From an optimization exercise on the open Yosys and OpenROAD flow, aimed at small area; shortcuts taken in it are not production practice.
The RTL was checked by simulation tests, not by an equivalence proof against the original design.

==> run R <==
Design m24aa01_eeprom, start of the top module:
module m24aa01_eeprom #(
  parameter int          MEM_DEPTH  = 128,
  parameter int          PAGE_SIZE  = 8,
  parameter int          TWC_CYCLES = 5000,
  parameter logic [7:0]  INIT_VALUE = 8'hFF
) (
  input  logic clock,
  input  logic rst_n,
  input  logic a0,
  input  logic a1,
  input  logic a2,
  input  logic wp,
  input  logic scl_i,
  input  logic sda_i,
  output logic sda_oe,
  output logic busy
);
  localparam int AW   = $clog2(MEM_DEPTH);
  localparam int OFFW = $clog2(PAGE_SIZE);
  localparam int CW   = (TWC_CYCLES > 1) ? $clog2(TWC_CYCLES) : 1;
  typedef enum logic [3:0] {
    S_IDLE,
    S_DEV_ADDR,
    S_DEV_ACK,
    S_WORD_ADDR,
    S_WORD_ACK,
    S_WR_DATA,
    S_WR_ACK,
    S_RD_DATA,
    S_RD_ACK
  } state_t;
  logic unused_pins;
  assign unused_pins = a0 ^ a1 ^ a2;
  logic scl_s1_q, scl_s2_q, scl_prev_q;
  logic sda_s1_q, sda_s2_q, sda_prev_q;
  always_ff @(posedge clock or negedge rst_n) begin
    if (!rst_n) begin
      scl_s1_q   <= 1'b1;
      scl_s2_q   <= 1'b1;
      scl_prev_q <= 1'b1;
      sda_s1_q   <= 1'b1;
      sda_s2_q   <= 1'b1;
  ...
clock: 6.0 ns
lec_check: 0
cap_margin: 20
core_margin: 2
core_utilization: 40
slew_margin: 20
run.sh (not shown) runs the stock make flow with config.mk's settings and CLKGATE_MAP_FILE= SYNTH_SCRIPT=/design/flow/synth_recipe.tcl, a recipe that flattens the netlist after the stock synthesis.
==> inputs of run M, as changes to run R <==
--- a/flow/design.v
+++ b/flow/design.v
@@ -1,11 +1,6 @@
-module m24aa01_eeprom #(
-  parameter int          MEM_DEPTH  = 128,
-  parameter int          PAGE_SIZE  = 8,
-  parameter int          TWC_CYCLES = 5000,
-  parameter logic [7:0]  INIT_VALUE = 8'hFF
-) (
+module m24aa01_eeprom (
   input  logic clock,
   input  logic rst_n,
   input  logic a0,
   input  logic a1,
   input  logic a2,
@@ -13,13 +8,17 @@
   input  logic scl_i,
   input  logic sda_i,
   output logic sda_oe,
   output logic busy
 );
-  localparam int AW   = $clog2(MEM_DEPTH);
-  localparam int OFFW = $clog2(PAGE_SIZE);
-  localparam int CW   = (TWC_CYCLES > 1) ? $clog2(TWC_CYCLES) : 1;
+  localparam int          AW         = 7;
+  localparam int          OFFW       = 3;
+  localparam int          PAGE_SIZE  = 8;
+  localparam int          NPAGES     = 16;
+  localparam int          TWC_CYCLES = 5000;
+  localparam int          CW         = 13;
+  localparam logic [7:0]  INIT_VALUE = 8'hFF;
   typedef enum logic [3:0] {
     S_IDLE,
     S_DEV_ADDR,
     S_DEV_ACK,
     S_WORD_ADDR,
@@ -62,50 +61,63 @@
   logic                master_ack_q;
   logic [AW-1:0]       pointer_q;
   logic                sda_oe_q;
   logic [PAGE_SIZE-1:0] valid_q;
   logic [7:0]          page_buf_q [PAGE_SIZE];
-  logic [7:0]          mem_q [MEM_DEPTH];
   logic                busy_q;
   logic [CW-1:0]       busy_cnt_q;
   logic [7:0]          mem_rd;
   logic [AW-1:0]       ptr_inc;
   logic [OFFW-1:0]     ptr_off;
   logic [OFFW-1:0]     ptr_off_inc;
   logic                byte_done;
   logic                commit_d;
-  assign mem_rd      = mem_q[pointer_q];
-  assign ptr_inc     = (pointer_q == AW'(MEM_DEPTH - 1)) ? '0 : pointer_q + AW'(1);
+  logic [15:0][7:0]    ring_q [PAGE_SIZE];
+  logic [3:0]          phase_q;      
+  logic                init_q;       
+  logic                wr_act_q;     
+  logic                wr_hit;
+  logic [7:0]          rd_a_q;       
+  logic [7:0]          rd_b_q;       
+  logic                a_ok_q;       
+  logic [AW-1:0]       fetch_addr;
+  logic                fetch_hit;
+  logic [7:0]          fetch_data;
+  logic                ptr_load;
+  logic                ptr_step;
+  assign mem_rd      = rd_a_q;
+  assign ptr_inc     = pointer_q + AW'(1);
   assign ptr_off     = pointer_q[OFFW-1:0];
   assign ptr_off_inc = ptr_off + OFFW'(1);
   assign byte_done   = scl_fall && (bit_cnt_q == 4'd8);
   assign commit_d = stop_det && (state_q == S_WR_DATA) && (bit_cnt_q <= 4'd1)
                     && (|valid_q) && !wp;
+  assign ptr_step = !start_det && !stop_det && (state_q == S_RD_DATA) && byte_done;
+  assign ptr_load = !start_det && !stop_det && byte_done &&
+                    ((state_q == S_WORD_ADDR) || (state_q == S_WR_DATA));
   always_ff @(posedge clock or negedge rst_n) begin
     if (!rst_n) begin
       state_q      <= S_IDLE;
       bit_cnt_q    <= '0;
       shift_q      <= '0;
       rw_q         <= 1'b0;
       master_ack_q <= 1'b0;
       pointer_q    <= '0;
       sda_oe_q     <= 1'b0;
       valid_q      <= '0;
-      for (int i = 0; i < PAGE_SIZE; i++) begin
-        page_buf_q[i] <= '0;
-      end
     end else if (start_det) begin
       state_q   <= S_DEV_ADDR;
       bit_cnt_q <= '0;
       sda_oe_q  <= 1'b0;
-      valid_q   <= '0;
+      if (!(wr_act_q && !wr_hit)) valid_q <= '0;
     end else if (stop_det) begin
       state_q   <= S_IDLE;
       bit_cnt_q <= '0;
       sda_oe_q  <= 1'b0;
-      valid_q   <= '0;
-    end else begin
+      if (!(wr_act_q && !wr_hit) && !commit_d) valid_q <= '0;
+    end else begin
+      if (wr_hit) valid_q <= '0;
       case (state_q)
         S_IDLE: begin
           sda_oe_q <= 1'b0;
         end
         S_DEV_ADDR: begin
@@ -159,11 +171,10 @@
           if (scl_rise) begin
             shift_q   <= {shift_q[6:0], sda_s2_q};
             bit_cnt_q <= bit_cnt_q + 4'd1;
           end else if (byte_done) begin
             bit_cnt_q           <= '0;
-            page_buf_q[ptr_off] <= shift_q;
             valid_q[ptr_off]    <= 1'b1;
             pointer_q           <= {pointer_q[AW-1:OFFW], ptr_off_inc};
             sda_oe_q            <= 1'b1;
             state_q             <= S_WR_ACK;
           end
@@ -209,21 +220,53 @@
           sda_oe_q <= 1'b0;
         end
       endcase
     end
   end
-  always_ff @(posedge clock or negedge rst_n) begin
-    if (!rst_n) begin
-      for (int i = 0; i < MEM_DEPTH; i++) begin
-        mem_q[i] <= INIT_VALUE;
+  always_ff @(posedge clock) begin
+    if (!start_det && !stop_det && (state_q == S_WR_DATA) && !scl_rise && byte_done) begin
+      page_buf_q[ptr_off] <= shift_q;
+    end
+  end
+  always_ff @(posedge clock or negedge rst_n) begin
+    if (!rst_n) begin
+      phase_q  <= '0;
+      init_q   <= 1'b1;
+      wr_act_q <= 1'b0;
+    end else begin
+      phase_q <= phase_q + 4'd1;
+      if (phase_q == 4'd15) init_q <= 1'b0;
+      if (commit_d)         wr_act_q <= 1'b1;
+      else if (wr_hit)      wr_act_q <= 1'b0;
+    end
+  end
+  assign wr_hit = wr_act_q && (phase_q == pointer_q[AW-1:OFFW]);
+  for (genvar r = 0; r < PAGE_SIZE; r++) begin : g_ring
+    logic [7:0] ins;
+    assign ins = init_q                ? INIT_VALUE    :
+                 (wr_hit && valid_q[r]) ? page_buf_q[r] : ring_q[r][0];
+    always_ff @(posedge clock) begin
+      ring_q[r] <= {ins, ring_q[r][15:1]};
+    end
+  end
+  assign fetch_addr = a_ok_q ? ptr_inc : pointer_q;
+  assign fetch_hit  = !init_q && (phase_q == fetch_addr[AW-1:OFFW]);
+  assign fetch_data = ring_q[fetch_addr[OFFW-1:0]][0];
+  always_ff @(posedge clock or negedge rst_n) begin
+    if (!rst_n) begin
+      rd_a_q <= INIT_VALUE;
+      rd_b_q <= INIT_VALUE;
+      a_ok_q <= 1'b1;
+    end else begin
+      if (ptr_load || wr_hit) begin
+        a_ok_q <= 1'b0;
+      end else if (fetch_hit && !a_ok_q) begin
+        rd_a_q <= fetch_data;
+        a_ok_q <= 1'b1;
       end
-    end else if (commit_d) begin
-      for (int j = 0; j < PAGE_SIZE; j++) begin
-        if (valid_q[j]) begin
-          mem_q[{pointer_q[AW-1:OFFW], OFFW'(j)}] <= page_buf_q[j];
-        end
-      end
+      if (ptr_step)                rd_a_q <= rd_b_q;
+      if (fetch_hit && a_ok_q)     rd_b_q <= fetch_data;
     end
   end
   always_ff @(posedge clock or negedge rst_n) begin
     if (!rst_n) begin
       busy_q     <= 1'b0;
==> inputs of run Y, as changes to run R <==
--- a/flow/design.v
+++ b/flow/design.v
@@ -1,11 +1,6 @@
-module m24aa01_eeprom #(
-  parameter int          MEM_DEPTH  = 128,
-  parameter int          PAGE_SIZE  = 8,
-  parameter int          TWC_CYCLES = 5000,
-  parameter logic [7:0]  INIT_VALUE = 8'hFF
-) (
+module m24aa01_eeprom (
   input  logic clock,
   input  logic rst_n,
   input  logic a0,
   input  logic a1,
   input  logic a2,
@@ -13,13 +8,17 @@
   input  logic scl_i,
   input  logic sda_i,
   output logic sda_oe,
   output logic busy
 );
-  localparam int AW   = $clog2(MEM_DEPTH);
-  localparam int OFFW = $clog2(PAGE_SIZE);
-  localparam int CW   = (TWC_CYCLES > 1) ? $clog2(TWC_CYCLES) : 1;
+  localparam int          AW         = 7;
+  localparam int          OFFW       = 3;
+  localparam int          PAGE_SIZE  = 8;
+  localparam int          NPAGES     = 16;
+  localparam int          TWC_CYCLES = 5000;
+  localparam int          CW         = 13;
+  localparam logic [7:0]  INIT_VALUE = 8'hFF;
   typedef enum logic [3:0] {
     S_IDLE,
     S_DEV_ADDR,
     S_DEV_ACK,
     S_WORD_ADDR,
@@ -62,50 +61,67 @@
   logic                master_ack_q;
   logic [AW-1:0]       pointer_q;
   logic                sda_oe_q;
   logic [PAGE_SIZE-1:0] valid_q;
   logic [7:0]          page_buf_q [PAGE_SIZE];
-  logic [7:0]          mem_q [MEM_DEPTH];
   logic                busy_q;
   logic [CW-1:0]       busy_cnt_q;
   logic [7:0]          mem_rd;
   logic [AW-1:0]       ptr_inc;
   logic [OFFW-1:0]     ptr_off;
   logic [OFFW-1:0]     ptr_off_inc;
   logic                byte_done;
   logic                commit_d;
-  assign mem_rd      = mem_q[pointer_q];
-  assign ptr_inc     = (pointer_q == AW'(MEM_DEPTH - 1)) ? '0 : pointer_q + AW'(1);
+  logic [15:0][7:0]    ring_q [PAGE_SIZE];
+  logic [3:0]          phase_q;      
+  logic                init_q;       
+  logic                wr_act_q;     
+  logic                wr_hit;
+  logic [7:0]          rd_a_q;       
+  logic                a_ok_q;       
+  logic                ahead_q;      
+  logic                rd_load;
+  logic [AW-1:0]       fetch_addr;
+  logic                fetch_hit;
+  logic [7:0]          fetch_data;
+  logic                ptr_load;
+  logic                ptr_step;
+  assign mem_rd      = rd_a_q;
+  assign ptr_inc     = pointer_q + AW'(1);
   assign ptr_off     = pointer_q[OFFW-1:0];
   assign ptr_off_inc = ptr_off + OFFW'(1);
   assign byte_done   = scl_fall && (bit_cnt_q == 4'd8);
   assign commit_d = stop_det && (state_q == S_WR_DATA) && (bit_cnt_q <= 4'd1)
                     && (|valid_q) && !wp;
+  assign rd_load  = !start_det && !stop_det && scl_fall &&
+                    (((state_q == S_DEV_ACK) && rw_q) ||
+                     ((state_q == S_RD_ACK) && master_ack_q));
+  assign ptr_step = !start_det && !stop_det && (state_q == S_RD_DATA) && byte_done;
+  assign ptr_load = !start_det && !stop_det && byte_done &&
+                    ((state_q == S_WORD_ADDR) || (state_q == S_WR_DATA));
   always_ff @(posedge clock or negedge rst_n) begin
     if (!rst_n) begin
       state_q      <= S_IDLE;
       bit_cnt_q    <= '0;
       shift_q      <= '0;
       rw_q         <= 1'b0;
       master_ack_q <= 1'b0;
       pointer_q    <= '0;
       sda_oe_q     <= 1'b0;
       valid_q      <= '0;
-      for (int i = 0; i < PAGE_SIZE; i++) begin
-        page_buf_q[i] <= '0;
-      end
     end else if (start_det) begin
       state_q   <= S_DEV_ADDR;
       bit_cnt_q <= '0;
       sda_oe_q  <= 1'b0;
-      valid_q   <= '0;
+      if (!(wr_act_q && !wr_hit)) valid_q <= '0;
     end else if (stop_det) begin
       state_q   <= S_IDLE;
       bit_cnt_q <= '0;
       sda_oe_q  <= 1'b0;
-      valid_q   <= '0;
-    end else begin
+      if (!(wr_act_q && !wr_hit) && !commit_d) valid_q <= '0;
+    end else begin
+      if (wr_hit) valid_q <= '0;
       case (state_q)
         S_IDLE: begin
           sda_oe_q <= 1'b0;
         end
         S_DEV_ADDR: begin
@@ -159,11 +175,10 @@
           if (scl_rise) begin
             shift_q   <= {shift_q[6:0], sda_s2_q};
             bit_cnt_q <= bit_cnt_q + 4'd1;
           end else if (byte_done) begin
             bit_cnt_q           <= '0;
-            page_buf_q[ptr_off] <= shift_q;
             valid_q[ptr_off]    <= 1'b1;
             pointer_q           <= {pointer_q[AW-1:OFFW], ptr_off_inc};
             sda_oe_q            <= 1'b1;
             state_q             <= S_WR_ACK;
           end
@@ -209,35 +224,73 @@
           sda_oe_q <= 1'b0;
         end
       endcase
     end
   end
-  always_ff @(posedge clock or negedge rst_n) begin
-    if (!rst_n) begin
-      for (int i = 0; i < MEM_DEPTH; i++) begin
-        mem_q[i] <= INIT_VALUE;
+  always_ff @(posedge clock) begin
+    if (!start_det && !stop_det && (state_q == S_WR_DATA) && !scl_rise && byte_done) begin
+      page_buf_q[ptr_off] <= shift_q;
+    end
+  end
+  always_ff @(posedge clock or negedge rst_n) begin
+    if (!rst_n) begin
+      phase_q  <= '0;
+      init_q   <= 1'b1;
+      wr_act_q <= 1'b0;
+    end else begin
+      phase_q <= phase_q + 4'd1;
+      if (phase_q == 4'd15) init_q <= 1'b0;
+      if (commit_d)         wr_act_q <= 1'b1;
+      else if (wr_hit)      wr_act_q <= 1'b0;
+    end
+  end
+  assign wr_hit = wr_act_q && (phase_q == pointer_q[AW-1:OFFW]);
+  for (genvar r = 0; r < PAGE_SIZE; r++) begin : g_ring
+    logic [7:0] ins;
+    assign ins = init_q                ? INIT_VALUE    :
+                 (wr_hit && valid_q[r]) ? page_buf_q[r] : ring_q[r][0];
+    always_ff @(posedge clock) begin
+      ring_q[r] <= {ins, ring_q[r][15:1]};
+    end
+  end
+  assign fetch_addr = ahead_q ? ptr_inc : pointer_q;
+  assign fetch_hit  = !init_q && (phase_q == fetch_addr[AW-1:OFFW]);
+  assign fetch_data = ring_q[fetch_addr[OFFW-1:0]][0];
+  always_ff @(posedge clock or negedge rst_n) begin
+    if (!rst_n) begin
+      rd_a_q  <= INIT_VALUE;
+      a_ok_q  <= 1'b1;
+      ahead_q <= 1'b0;
+    end else begin
+      if (rd_load) begin
+        ahead_q <= 1'b1;
+      end else if (ptr_step || ((start_det || stop_det) && ahead_q)) begin
+        ahead_q <= 1'b0;
       end
-    end else if (commit_d) begin
-      for (int j = 0; j < PAGE_SIZE; j++) begin
-        if (valid_q[j]) begin
-          mem_q[{pointer_q[AW-1:OFFW], OFFW'(j)}] <= page_buf_q[j];
-        end
+      if (ptr_load || wr_hit || rd_load || ((start_det || stop_det) && ahead_q)) begin
+        a_ok_q <= 1'b0;
+      end else if (fetch_hit && !a_ok_q) begin
+        rd_a_q <= fetch_data;
+        a_ok_q <= 1'b1;
       end
     end
   end
+  localparam logic [CW-1:0] LFSR_START = 13'h1FFF;
+  localparam logic [CW-1:0] LFSR_END   = 13'h193E;
+  logic [CW-1:0] busy_cnt_next;
+  assign busy_cnt_next = {busy_cnt_q[CW-2:0],
+                          busy_cnt_q[12] ^ busy_cnt_q[3] ^ busy_cnt_q[2] ^ busy_cnt_q[0]};
   always_ff @(posedge clock or negedge rst_n) begin
     if (!rst_n) begin
       busy_q     <= 1'b0;
-      busy_cnt_q <= '0;
-    end else if (commit_d) begin
-      busy_q     <= 1'b1;
-      busy_cnt_q <= CW'(TWC_CYCLES - 1);
-    end else if (busy_q) begin
-      if (busy_cnt_q == '0) begin
+      busy_cnt_q <= LFSR_START;
+    end else begin
+      busy_cnt_q <= commit_d ? LFSR_START : busy_cnt_next;
+      if (commit_d) begin
+        busy_q <= 1'b1;
+      end else if (busy_q && (busy_cnt_q == LFSR_END)) begin
         busy_q <= 1'b0;
-      end else begin
-        busy_cnt_q <= busy_cnt_q - CW'(1);
       end
     end
   end
   assign sda_oe = sda_oe_q;
   assign busy   = busy_q;
Settings changed: CORE_UTILIZATION 40 to 70, CTS_BUF_LIST set to sky130_fd_sc_hd__clkbuf_16, CTS_CLUSTER_DIAMETER set to 80, CTS_CLUSTER_SIZE set to 32, PLACE_DENSITY set to 0.8.
==> summary of the runs <==
Final cell count, highest first: run R, run M, run Y. Register-to-register slack: run R < run M < run Y. Hold slack: run R > run Y > run M. The highest die area belongs to run R, the lowest to run Y. The highest first-iteration DRC count belongs to run R, the lowest to run M.

-- static timing again, ports no longer ideal --
How much do the figures lean on ideal ports? The routed layouts below were timed once more, with nothing changed but the port constraints.
Step 1, drivers: a clkbuf_16 drives clock and a buf_2 each remaining input, both assumed.
Step 2 times the ports against the registers' clock, not the clock port: input delays grow and output delays shrink by t, the midpoint of the rising clock arrivals with the driver on.
a / b / c = ideal / step 1 / step 2; a / b = the first two.
run | t, ns | setup slack, ns | hold slack, ns | worst setup path after step 2
run R | 0.867 | 0.495 / 0.495 / 0.495 | 0.356 / 0.356 / 0.356 | register to register
run M | 0.702 | 2.221 / 2.221 / 2.221 | 0.307 / 0.307 / 0.307 | register to register
run Y | 0.651 | 2.618 / 2.618 / 2.618 | 0.323 / 0.323 / 0.323 | register to register
After both steps setup and hold are still met in every run listed.
